Background: an optimization exercise with open tools, aiming at small area, a short achievable clock period and few clock cycles per item. Do not read the settings as production practice. In this exercise RTL edits were held to simulation tests only and were not proved equivalent to the original. The flow treats the clock pin as an ideal source, which a real chip does not have. Power figures rest on the tool's default switching activity, not on a simulated workload.

==> flow/design.v (excerpt) <==
module matrix_dac_top
(
    input  logic          clk_250MHz,
    input  logic          rst,
    input  logic          trg,
    input  logic          psel,
    input  logic          penable,
    input  logic          pwrite,
    input  logic [15:0]   paddr,
    input  logic [31:0]   pwdata,
    output logic [31:0]   prdata,
    output logic          pready,
    output logic          pslverr,
    output logic [1:0]    state,
    output logic          dac_en,
    output logic [2:0]    dac_row,
    output logic [9:0]    dac_sample
);
Size: about 14000 cells after synthesis, roughly 6400 flip-flops, roughly 100 I/O pins, ~0.25 mm^2 of cells after synthesis.
Settings: LEC_CHECK=0, CAP_MARGIN=30, CORE_MARGIN=2, CORE_UTILIZATION=30, CTS_BUF_LIST=sky130_fd_sc_hd__clkbuf_8, PLACE_DENSITY=0.45, SETUP_SLACK_MARGIN=5, SLEW_MARGIN=40, SYNTH_MEMORY_MAX_BITS=8192; clock period 10.0 ns.
standard.sh (not shown) runs the stock make flow with config.mk's settings and CLKGATE_MAP_FILE= SYNTH_SCRIPT=/design/flow/synth_recipe.tcl, a recipe that flattens the netlist after the stock synthesis.
==> flow/flow/run.sh <==
#!/bin/bash
# The standard layout, with one extra setup-repair pass on the placement
# after clock tree synthesis (aiming SETUP_TARGET_MARGIN ns below the
# constrained period). Each tool's output goes to a log file here.
set -euo pipefail
res=$(pwd)/orfs/results/${FLOW_PLATFORM}/matrix_dac_top/base
bash standard.sh cts > std_to_cts.log 2>&1
RES_DIR=$res SETUP_TARGET_MARGIN=5.6 openroad -no_init -exit flow/extra_repair.tcl > extra_repair.log 2>&1
bash standard.sh finish > std_finish.log 2>&1
test -s out/final.def
==> flow/flow/extra_repair.tcl <==
# Extra setup repair on the clock-tree-synthesised placement, aiming below the
# constraint's period by SETUP_TARGET_MARGIN ns; then re-legalise placement.
set pdir $::env(FLOW_HOME)/platforms/sky130hd
set res $::env(RES_DIR)
read_liberty $pdir/lib/sky130_fd_sc_hd__tt_025C_1v80.lib
read_db $res/4_cts.odb
read_sdc $res/4_cts.sdc
source $pdir/setRC.tcl
set dont_use {}
set f [open $pdir/config.mk r]
set txt [read $f]
close $f
if {[regexp {export DONT_USE_CELLS \+= \\\n((?:[^\n]*\\\n)*[^\n]*)} $txt -> block]} {
  foreach w [regsub -all {\\} $block " "] { lappend dont_use $w }
}
puts "dont_use: [llength $dont_use] cells"
set_dont_use $dont_use
estimate_parasitics -placement
puts "before: setup ws [worst_slack -max] hold ws [worst_slack -min]"
repair_timing -setup -setup_margin $::env(SETUP_TARGET_MARGIN) -repair_tns 100 -match_cell_footprint -verbose
estimate_parasitics -placement
puts "after setup repair: setup ws [worst_slack -max] hold ws [worst_slack -min]"
repair_timing -hold -hold_margin 0 -match_cell_footprint -verbose
set_placement_padding -global -left 0 -right 0
detailed_placement
check_placement -verbose
estimate_parasitics -placement
puts "final: setup ws [worst_slack -max] hold ws [worst_slack -min]"
write_db $res/4_cts.odb
The first run passed the timing, DRC and antenna checks.
Testbench counts at the start, summed over its fixed seeds: cycles 10,061, runs 96.
==> next run, changes <==
==> flow/run.sh (new file) <==
#!/bin/bash
# synth_recipe.tcl (not shown) runs the flow's synth.tcl, then flattens the netlist and writes it again
# the make line also repeats each setting of config.mk as NAME=value (left out here)
make -C /OpenROAD-flow-scripts/flow DESIGN_CONFIG=/design/flow/config.mk WORK_HOME=/design/flow/orfs CLKGATE_MAP_FILE= SYNTH_SCRIPT=/design/flow/synth_recipe.tcl finish
removed: flow/flow/run.sh
removed: flow/flow/extra_repair.tcl
removed: flow/standard.sh
Via count stays flat.
Cell area hardly moves.
Hold slack barely changes.
Count of clock-buffer cells in the layout is unchanged.
Synthesized area is unchanged.
Flip-flop and latch count stays the same.
Routed wire length is about the same.
Register-to-register slack improved by 0.05 ns.
Final cell count stays flat.
Fmax went up by 0.98%.


fjord:
matrix_dac_top, a different RTL version from the one above (not shown whole).
Size: ~14,000 cells after synthesis, about 6,400 flip-flops, about 100 I/O pins.
clock: 10.0 ns
lec_check: 0
cap_margin: 30
core_margin: 2
core_utilization: 30
cts_buf_list: sky130_fd_sc_hd__clkbuf_16
cts_cluster_diameter: 80
cts_cluster_size: 24
place_density: 0.5
setup_slack_margin: 5
slew_margin: 40
synth_memory_max_bits: 8192
run.sh (not shown) runs the stock make flow with config.mk's settings and CLKGATE_MAP_FILE= SYNTH_SCRIPT=/design/flow/synth_recipe.tcl, a recipe that flattens the netlist after the stock synthesis.
Stock flow here: none of the scripts above is used.
Testbench counts of fjord, summed over its fixed seeds: cycles 9,869, runs 96.
Inputs modified between fjord and onyx:
Settings: PLACE_DENSITY: 0.5 -> 0.6; CORE_UTILIZATION: 30 -> 40.
## What came out
Proportion of power drawn by the clock network was lower in the run labelled onyx. onyx vs. fjord: die area went down by 210,000 um^2. Detailed-route wire length went down by a little under 10% going from fjord to onyx. [onyx vs fjord] clock skew: higher in onyx.


matrix_dac_top, a different RTL version from the one above (not shown whole).
For scale: about 100 I/O pins.
## matrix_dac_top
module matrix_dac_top
(
    input  logic          clk_250MHz,
    input  logic          rst,
    input  logic          trg,
    input  logic          psel,
    input  logic          penable,
    input  logic          pwrite,
    input  logic [15:0]   paddr,
    input  logic [31:0]   pwdata,
    output logic [31:0]   prdata,
    output logic          pready,
    output logic          pslverr,
    output logic [1:0]    state,
    output logic          dac_en,
    output logic [2:0]    dac_row,
    output logic [9:0]    dac_sample
);
clock: 10.0 ns
lec_check: 0
cap_margin: 30
core_margin: 2
core_utilization: 30
cts_buf_list: sky130_fd_sc_hd__clkbuf_16
cts_cluster_diameter: 80
cts_cluster_size: 24
place_density: 0.5
setup_slack_margin: 5
slew_margin: 40
synth_memory_max_bits: 8192
Testbench counts at the start, summed over its fixed seeds: cycles 9,965, runs 96.
Then changed:
CORE_UTILIZATION = 40   (was 30)
CTS_BUF_LIST = sky130_fd_sc_hd__clkbuf_8   (was sky130_fd_sc_hd__clkbuf_16)
CTS_CLUSTER_DIAMETER = unset   (was 80)
CTS_CLUSTER_SIZE = unset   (was 24)
PLACE_DENSITY = 0.6   (was 0.5)
The changed run passed the timing, DRC and antenna checks.
Routed wire length decreases by a few percent.
Worst setup slack is better by 0.042 ns.
Area after synthesis does not change.
Clock-buffer cell count increases by 648.
Final area increases slightly.
Core utilization increases by 12 points.
Synthesized cell count does not change.
Clock power increases by a quarter to a third.
Hold slack is worse by 0.0059 ns.
Final cell count decreases by a few percent.
Then changed:
CORE_UTILIZATION = 30   (was 40)
PLACE_DENSITY = 0.5   (was 0.6)
=>
- clock skew climbs by 0.0063 ns
- utilization drops by 11 points
- cell area climbs by 1.9%
- worst hold slack gains 0.013 ns
Then changed:
CORE_UTILIZATION = 40   (was 30)
CTS_BUF_LIST = sky130_fd_sc_hd__clkbuf_16   (was sky130_fd_sc_hd__clkbuf_8)
CTS_CLUSTER_DIAMETER = 80   (was unset)
CTS_CLUSTER_SIZE = 24   (was unset)
PLACE_DENSITY = 0.6   (was 0.5)
The changed run finished clean.
Via count falls by about 3.3%.
Total power goes down by about 10%.
Clock-buffer cell count falls by 867.
Register-to-register slack gets better by 0.04 ns.

[re-timing with driven ports]
The flow's constraints put no driver on any port. The routed layouts listed below were extracted and timed again, unchanged, in two steps. Step 1, drivers: a clkbuf_16 drives clk_250MHz and a buf_2 each remaining input, both assumed. Step 2 times the ports against the registers' clock, not the clock port: input delays grow and output delays shrink by t, the midpoint of the rising clock arrivals with the driver on. a / b / c = ideal / step 1 / step 2; a / b = the first two.
run | t, ns | setup WS [ns] | clock arrival spread, ns | worst data-port slew with drivers (ns)
the first run of note 1 | 1.589 | 4.605 / 4.605 / 4.605 | 0.176 / 0.176 | 0.07
the second run of note 1 | 1.613 | 4.657 / 4.657 / 4.657 | 0.181 / 0.180 | 0.05
fjord | 1.220 | 4.978 / 4.949 / 4.082 | 0.120 / 0.120 | 0.35
onyx | 1.222 | 4.896 / 4.773 / 4.363 | 0.142 / 0.142 | 0.26
the first run of note 3 | 1.212 | 5.016 / 4.975 / 4.975 | 0.130 / 0.131 | 0.08
the second run of note 3 | 1.574 | 5.058 / 5.025 / 5.025 | 0.226 / 0.225 | 0.08
the third run of note 3 | 1.512 | 5.005 / 4.965 / 4.965 | 0.205 / 0.205 | 0.09
the fourth run of note 3 | 1.160 | 5.064 / 5.018 / 5.018 | 0.152 / 0.152 | 0.08
After both steps setup and hold are still met in every run listed. For fjord, which loses most, drivers alone change the setup slack by -0.029 ns; drivers and shift together by -0.896 ns.
